Background: an optimization exercise with open tools, aiming at a short achievable clock period and few clock cycles per item. Do not read the settings as production practice. Only simulation tests tie the RTL to the original design; equivalence was not proved. Power and IR drop assume default switching activity.

`flow/flow/run.sh`:
```
#!/bin/bash
# Standard layout, with synthesis's adder extraction (extract_fa) turned off:
# the permutation's XOR/AND pairs otherwise become half/full adder cells,
# which ABC cannot restructure. Registers are the standard synthesis's.
set -o pipefail
bash standard.sh ADDER_MAP_FILE= finish > flow_make.log 2>&1
```
`flow/standard.sh`:
```
#!/bin/bash
# synth_recipe.tcl (not shown) runs the flow's synth.tcl, then flattens the netlist and writes it again
# the make line also repeats each setting of config.mk as NAME=value (left out here)
make -C /OpenROAD-flow-scripts/flow DESIGN_CONFIG=/design/flow/config.mk WORK_HOME=/design/flow/orfs CLKGATE_MAP_FILE= SYNTH_SCRIPT=/design/flow/synth_recipe.tcl "${@:-finish}"
```
`flow/config.mk`:
```
export PLATFORM = sky130hd
export DESIGN_NAME = ascon_fetch
export DESIGN_NICKNAME = ascon_fetch
export VERILOG_FILES = /design/flow/design.v
export SDC_FILE = /design/flow/constraint.sdc
export NUM_CORES = 4
export LEC_CHECK = 0
export CAP_MARGIN = 20
export CORE_MARGIN = 2
export CORE_UTILIZATION = 50
export SETUP_SLACK_MARGIN = 2.0
export SLEW_MARGIN = 40
```
`flow/design.v`:
```
`timescale 1ns/1ps
module ascon_round (
    input  wire [319:0] state_i,
    input  wire [7:0]   round_const_i,
    output wire [319:0] state_o
);
    wire [63:0] x0 = state_i[319:256];
    wire [63:0] x1 = state_i[255:192];
    wire [63:0] x2 = state_i[191:128] ^ {56'd0, round_const_i};
    wire [63:0] x3 = state_i[127:64];
    wire [63:0] x4 = state_i[63:0];
    reg  [63:0] y0, y1, y2, y3, y4;
    integer b;
    always @(*) begin
        for (b = 0; b < 64; b = b + 1) begin
            y0[b] = x1[b] ? ~(x4[b] ^ x3[b]) : (x3[b] ^ x2[b] ^ x0[b]);
            y1[b] = x4[b] ^ x0[b] ^ (x3[b] ? ~(x2[b] & x1[b]) : (x2[b] | x1[b]));
            y2[b] = ~(x2[b] ^ x1[b] ^ (x4[b] & ~x3[b]));
            y3[b] = x2[b] ^ x1[b] ^ (x0[b] | (x4[b] ^ x3[b]));
            y4[b] = x1[b] ? ~(x3[b] ^ x0[b]) : (x4[b] ^ x3[b]);
        end
    end
    assign state_o[319:256] = y0 ^ {y0[18:0], y0[63:19]} ^ {y0[27:0], y0[63:28]};
    assign state_o[255:192] = y1 ^ {y1[60:0], y1[63:61]} ^ {y1[38:0], y1[63:39]};
    assign state_o[191:128] = y2 ^ {y2[0],    y2[63:1]}  ^ {y2[5:0],  y2[63:6]};
    assign state_o[127:64]  = y3 ^ {y3[9:0],  y3[63:10]} ^ {y3[16:0], y3[63:17]};
    assign state_o[63:0]    = y4 ^ {y4[6:0],  y4[63:7]}  ^ {y4[40:0], y4[63:41]};
endmodule
`timescale 1ns/1ps
module keystream_engine (
    input  wire         clk_core_slow_i,
    input  wire         rst_ni,
    input  wire         start_i,       
    input  wire [287:0] mix1_i,        
    input  wire [287:0] mix0_i,        
    input  wire [31:0]  cipher_i,
    output wire [319:0] state_o,       
    output wire         busy_o         
);
    reg  [319:0] absorb_q;
    reg  [319:0] half_q;
    reg          busy_q;
    wire [319:0] a0, a1, a2, b0, b1, b2;
    ascon_round i_a0 (.state_i(absorb_q), .round_const_i(8'h96), .state_o(a0));
    ascon_round i_a1 (.state_i(a0),       .round_const_i(8'h87), .state_o(a1));
    ascon_round i_a2 (.state_i(a1),       .round_const_i(8'h78), .state_o(a2));
    ascon_round i_b0 (.state_i(half_q),   .round_const_i(8'h69), .state_o(b0));
    ascon_round i_b1 (.state_i(b0),       .round_const_i(8'h5a), .state_o(b1));
    ascon_round i_b2 (.state_i(b1),       .round_const_i(8'h4b), .state_o(b2));
    wire [287:0] sel1 = start_i ? mix1_i : absorb_q[287:0];
    wire [287:0] sel0 = start_i ? mix0_i : absorb_q[287:0];
    wire [287:0] next_lo;
    genvar i;
    generate
        for (i = 0; i < 288; i = i + 1) begin : g_mix
            assign next_lo[i] = b2[i] ? sel1[i] : sel0[i];
        end
    endgenerate
    always @(posedge clk_core_slow_i or negedge rst_ni) begin
        if (!rst_ni) begin
            busy_q <= 1'b0;
        end else begin
            busy_q <= start_i;
        end
    end
    always @(posedge clk_core_slow_i) begin
        absorb_q[287:0] <= next_lo;
        if (start_i) absorb_q[319:288] <= cipher_i;
        half_q <= a2;
    end
    assign state_o = b2;
    assign busy_o  = busy_q;
endmodule
`timescale 1ns/1ps
module patch_pipeline (
    input  wire         clk_core_slow_i,
    input  wire         rst_ni,
    input  wire         shift_i,
    input  wire [319:0] patch_i,
    input  wire [1:0]   sel_patch_i,
    input  wire [15:0]  addr_i,
    output reg  [319:0] patch_o,
    output reg          redirect_hit_o,
    output reg  [15:0]  redirect_addr_o,
    output wire         redirect_tag_o
);
    localparam NUM_REDIRECTS = 11;
    reg [319:0] patch_if_q;
    reg [319:0] patch_id_q;
    reg [319:0] patch_ex_q;
    always @(posedge clk_core_slow_i or negedge rst_ni) begin
        if (!rst_ni) begin
            patch_if_q <= 320'd0;
            patch_id_q <= 320'd0;
            patch_ex_q <= 320'd0;
        end else if (shift_i) begin
            patch_if_q <= patch_i;
            patch_id_q <= patch_if_q;
            patch_ex_q <= patch_id_q;
        end
    end
    always @(*) begin
        case (sel_patch_i)
            2'd1:    patch_o = patch_if_q;
            2'd2:    patch_o = patch_id_q;
            2'd3:    patch_o = patch_ex_q;
            default: patch_o = 320'd0;
        endcase
    end
    integer i;
    always @(*) begin
        redirect_hit_o  = 1'b0;
        redirect_addr_o = 16'd0;
        for (i = NUM_REDIRECTS - 1; i >= 0; i = i - 1) begin
            if (patch_id_q[307 - 28*i -: 14] == addr_i[15:2]) begin
                redirect_hit_o  = 1'b1;
                redirect_addr_o = {patch_id_q[293 - 28*i -: 14], 2'b00};
            end
        end
    end
    assign redirect_tag_o = (patch_id_q[319:308] == 12'hfff);
endmodule
`timescale 1ns/1ps
module fetch_decryptor (
    input  wire         clk_core_slow_i,
    input  wire         rst_ni,
    input  wire [31:0]  req_cipher_i,
    input  wire         req_init_state_i,
    input  wire         req_apply_patch_i,
    input  wire         req_valid_i,
    output wire         req_ready_o,
    output wire [31:0]  rsp_plain_o,
    output wire         rsp_redirect_hit_o,
    output wire [15:0]  rsp_redirect_addr_o,
    output wire         rsp_redirect_tag_o,
    output wire         rsp_valid_o,
    input  wire         rsp_ready_i,
    input  wire [319:0] state_i,
    input  wire         busy_i,
    input  wire [319:0] patch_i,
    input  wire         redirect_hit_i,
    input  wire [15:0]  redirect_addr_i,
    input  wire         redirect_tag_i,
    output wire         accept_o,
    output wire         start_o,
    output wire [287:0] mix1_o,
    output wire [287:0] mix0_o,
    output wire [31:0]  cipher_o
);
    localparam [319:0] STATE_INIT = {
        64'h32def87181d97180,
        64'h5e08195f024d70a5,
        64'h470c5742d5b5e50e,
        64'hc9c0ab2425b50d55,
        64'h8dc8253a813db70c
    };
    reg          fresh_q;      
    reg          v1_q;
    reg  [287:0] mixs1_q;
    reg  [287:0] mixs0_q;
    reg  [31:0]  plains1_q;
    reg  [31:0]  cipher1_q;
    reg  [31:0]  plains0_q;
    reg          hit1_q;
    reg  [15:0]  raddr1_q;
    reg          tag1_q;
    reg  [31:0]  plain_q;
    reg          redirect_hit_q;
    reg  [15:0]  redirect_addr_q;
    reg          redirect_tag_q;
    reg          rsp_valid_q;
    wire         advance = !rsp_valid_q || rsp_ready_i;
    wire         init    = req_init_state_i || fresh_q;
    wire [319:0] mix     = (req_apply_patch_i ? patch_i : 320'd0) ^ (init ? STATE_INIT : 320'd0);
    assign start_o     = v1_q && !busy_i && advance;
    assign req_ready_o = advance && (!v1_q || !busy_i);
    assign accept_o    = req_valid_i && req_ready_o;
    always @(posedge clk_core_slow_i or negedge rst_ni) begin
        if (!rst_ni) begin
            fresh_q     <= 1'b1;
            v1_q        <= 1'b0;
            rsp_valid_q <= 1'b0;
        end else begin
            if (accept_o) fresh_q <= 1'b0;
            if (accept_o)     v1_q <= 1'b1;
            else if (start_o) v1_q <= 1'b0;
            if (start_o)          rsp_valid_q <= 1'b1;
            else if (rsp_ready_i) rsp_valid_q <= 1'b0;
        end
    end
    always @(posedge clk_core_slow_i) begin
        if (accept_o) begin
            mixs1_q   <= {288{!init}} ^ mix[287:0];
            mixs0_q   <= mix[287:0];
            cipher1_q <= req_cipher_i;
            plains1_q <= {32{!init}} ^ mix[319:288] ^ req_cipher_i;
            plains0_q <= mix[319:288] ^ req_cipher_i;
            hit1_q    <= redirect_hit_i;
            raddr1_q  <= redirect_addr_i;
            tag1_q    <= redirect_tag_i;
        end
    end
    wire [31:0] psel1 = start_o ? plains1_q : plain_q;
    wire [31:0] psel0 = start_o ? plains0_q : plain_q;
    wire [31:0] plain_d;
    genvar i;
    generate
        for (i = 0; i < 32; i = i + 1) begin : g_plain
            assign plain_d[i] = state_i[288 + i] ? psel1[i] : psel0[i];
        end
    endgenerate
    always @(posedge clk_core_slow_i) begin
        plain_q <= plain_d;
        if (start_o) begin
            redirect_hit_q  <= hit1_q;
            redirect_addr_q <= raddr1_q;
            redirect_tag_q  <= tag1_q;
        end
    end
    assign mix1_o   = mixs1_q;
    assign mix0_o   = mixs0_q;
    assign cipher_o = cipher1_q;
    assign rsp_plain_o         = plain_q;
    assign rsp_redirect_hit_o  = redirect_hit_q;
    assign rsp_redirect_addr_o = redirect_addr_q;
    assign rsp_redirect_tag_o  = redirect_tag_q;
    assign rsp_valid_o         = rsp_valid_q;
endmodule
`timescale 1ns/1ps
module ascon_fetch (
    input  wire         clk_core_slow_i,
    input  wire         rst_ni,
    input  wire [15:0]  req_addr_i,
    input  wire [31:0]  req_cipher_i,
    input  wire [319:0] req_patch_i,
    input  wire         req_init_state_i,
    input  wire         req_apply_patch_i,
    input  wire [1:0]   req_sel_patch_i,
    input  wire         req_valid_i,
    output wire         req_ready_o,
    output wire [31:0]  rsp_plain_o,
    output wire         rsp_redirect_hit_o,
    output wire [15:0]  rsp_redirect_addr_o,
    output wire         rsp_redirect_tag_o,
    output wire         rsp_valid_o,
    input  wire         rsp_ready_i
);
    wire         accept;
    wire         start;
    wire [287:0] mix1;
    wire [287:0] mix0;
    wire [31:0]  cipher;
    wire [319:0] engine_state;
    wire         engine_busy;
    wire [319:0] sel_patch;
    wire         redirect_hit;
    wire [15:0]  redirect_addr;
    wire         redirect_tag;
    patch_pipeline i_patch_pipeline (
        .clk_core_slow_i (clk_core_slow_i),
        .rst_ni          (rst_ni),
        .shift_i         (accept),
        .patch_i         (req_patch_i),
        .sel_patch_i     (req_sel_patch_i),
        .addr_i          (req_addr_i),
        .patch_o         (sel_patch),
        .redirect_hit_o  (redirect_hit),
        .redirect_addr_o (redirect_addr),
        .redirect_tag_o  (redirect_tag)
    );
    keystream_engine i_keystream_engine (
        .clk_core_slow_i (clk_core_slow_i),
        .rst_ni          (rst_ni),
        .start_i         (start),
        .mix1_i          (mix1),
        .mix0_i          (mix0),
        .cipher_i        (cipher),
        .state_o         (engine_state),
        .busy_o          (engine_busy)
    );
    fetch_decryptor i_fetch_decryptor (
        .clk_core_slow_i     (clk_core_slow_i),
        .rst_ni              (rst_ni),
        .req_cipher_i        (req_cipher_i),
        .req_init_state_i    (req_init_state_i),
        .req_apply_patch_i   (req_apply_patch_i),
        .req_valid_i         (req_valid_i),
        .req_ready_o         (req_ready_o),
        .rsp_plain_o         (rsp_plain_o),
        .rsp_redirect_hit_o  (rsp_redirect_hit_o),
        .rsp_redirect_addr_o (rsp_redirect_addr_o),
        .rsp_redirect_tag_o  (rsp_redirect_tag_o),
        .rsp_valid_o         (rsp_valid_o),
        .rsp_ready_i         (rsp_ready_i),
        .state_i             (engine_state),
        .busy_i              (engine_busy),
        .patch_i             (sel_patch),
        .redirect_hit_i      (redirect_hit),
        .redirect_addr_i     (redirect_addr),
        .redirect_tag_i      (redirect_tag),
        .accept_o            (accept),
        .start_o             (start),
        .mix1_o              (mix1),
        .mix0_o              (mix0),
        .cipher_o            (cipher)
    );
endmodule
```
`flow/constraint.sdc`:
```
create_clock -name core_clock -period 6.0 [get_ports {clk_core_slow_i}]
set_input_delay 1.2000 -clock core_clock [delete_from_list [all_inputs] [get_ports {clk_core_slow_i}]]
set_output_delay 1.2000 -clock core_clock [all_outputs]
set_load 0.01 [all_outputs]
```
==> impl_metrics.json <==
{
  "dp_slack_ns": 0.1742,
  "synthArstFlopShare": 0.4120,
  "status": "aborted with a tool error",
  "portBuffers": 423,
  "cts.path.max_buffers": 4,
  "synth_edf_count": 1056,
  "placed_cell_area_um2": 217200,
  "yosys_warnings": 4,
  "gp_congestion": 1.159,
  "start_util": 0.5016,
  "cts_hold_buf": 0,
  "yosys_most_used_dff": "edfxtp_1",
  "io_pins": 428,
  "die_w_um": 609.1,
  "syn_avg_cell_area_um2": 10.03,
  "die_h_um": 609.1,
  "worst-ep-kind": "register input",
  "overflow": 197,
  "h-tree-depth": 4,
  "cts_sinks": 2340,
  "syn_inst": 18260,
  "dp_hpwl_mm": 809.1,
  "cts_buffers": 242,
  "ys_seq_area_frac": 0.3400,
  "cts-root-buf": "clkbuf_16",
  "grtUsageTotal": 0.7243,
  "grt_max_degree": 218,
  "grt-worst-endpoint": "i_keystream_engine.absorb_q[106]$_DFFE_PP_/D",
  "first-error": "[ERROR GRT-0232] Routing congestion too high. Check the congestion heatmap in the GUI.",
  "lastStage": "5_1_grt",
  "synth_area_um2": 183100,
  "std_cell_rows": 222,
  "synth.distinct_cells": 77,
  "ys_ff_latch": 2340
}
worst min path at each step:
stage                                                   start                                         endpoint  slack, ns  depth (start not counted)
floorplan            i_fetch_decryptor.raddr1_q[10]$_DFFE_PP_  i_fetch_decryptor.redirect_addr_q[10]$_DFFE_PP_       0.40                          0
detailed placement  i_fetch_decryptor.cipher1_q[10]$_DFFE_PP_       i_keystream_engine.absorb_q[298]$_DFFE_PP_       0.41                          0
global placement     i_fetch_decryptor.cipher1_q[6]$_DFFE_PP_       i_keystream_engine.absorb_q[294]$_DFFE_PP_       0.40                          0
CTS                                                    rst_ni     i_patch_pipeline.patch_ex_q[129]$_DFFE_PN0P_       0.22                          1
cell families after synthesis:
kind of cell,count (synthesis),share of synthesized area
buffers and inverters,629,0.01305
AND/OR/NAND/NOR,6142,0.1429
flip-flops,2340,0.3400
AO/OA/AOI/OAI,916,0.02794
other,1,0.00002048
multiplexers,1219,0.07121
XOR/XNOR,7016,0.4049
per-stage QoR:
stage          cells  setup TNS [ns]  hold WS [ns]
2_1_floorplan  18260         -399.98        0.4003
3_3_place_gp   26120         -0.6441        0.4028
3_5_place_dp   26120               0        0.4052
4_1_cts        28340               0        0.2233
power groups by stage:
| stage | combinational (mW) | clock, mW | sequential, mW |
|---|---|---|---|
| 3_3_place_gp | 2800 | 0 | 49.1 |
| 4_1_cts | 4800 | 16.6 | 56.4 |
| 2_1_floorplan | 1400 | 0 | 65.1 |
| 3_5_place_dp | 2830 | 0 | 49.7 |
cell usage after synthesis (20+ instances only):
library cell  count  area share
nand2_1        4082       0.084
xnor2_1        4031        0.19
xor2_1         1902       0.091
edfxtp_1       1056        0.17
dfrtp_1         963        0.13
nor2_1          686       0.014
mux2_2          623       0.038
mux2i_1         571       0.031
o21ai_0         540       0.015
xnor3_1         485       0.060
clkbuf_1        422      0.0087
xnor2_2         371       0.033
nor2b_1         362       0.012
nor3_1          359      0.0098
dfxtp_1         320       0.035
and2_1          260      0.0089
a21oi_1         143      0.0039
xor3_1          143       0.019
inv_1           142      0.0029
and3_1          124      0.0042
nand2b_1         56      0.0019
nand3_1          55      0.0015
a211oi_1         49      0.0020
buf_1            46     0.00094
a22oi_1          43      0.0018
xor2_2           37      0.0033
a31oi_1          35      0.0012
nand3b_1         33      0.0014
o21ai_1          25     0.00068
mux2_1           22      0.0014
o22ai_1          22     0.00075
xnor2_4          20      0.0030
metal layers:
layer,overflow,GRT usage
met2,117,0.8855
met4,77,0.6854
met3,1,0.5546
met1,2,0.7540
met5,0,0.2509
what timing repair did:
item                       in CTS
hold endpoints to repair        0
pin swaps                    2385
setup endpoints to repair     654
gates cloned                    0
resized for setup            6630
buffers inserted             1776
Testbench counts, summed over its fixed seeds: cycles 4,808, items 2,400.
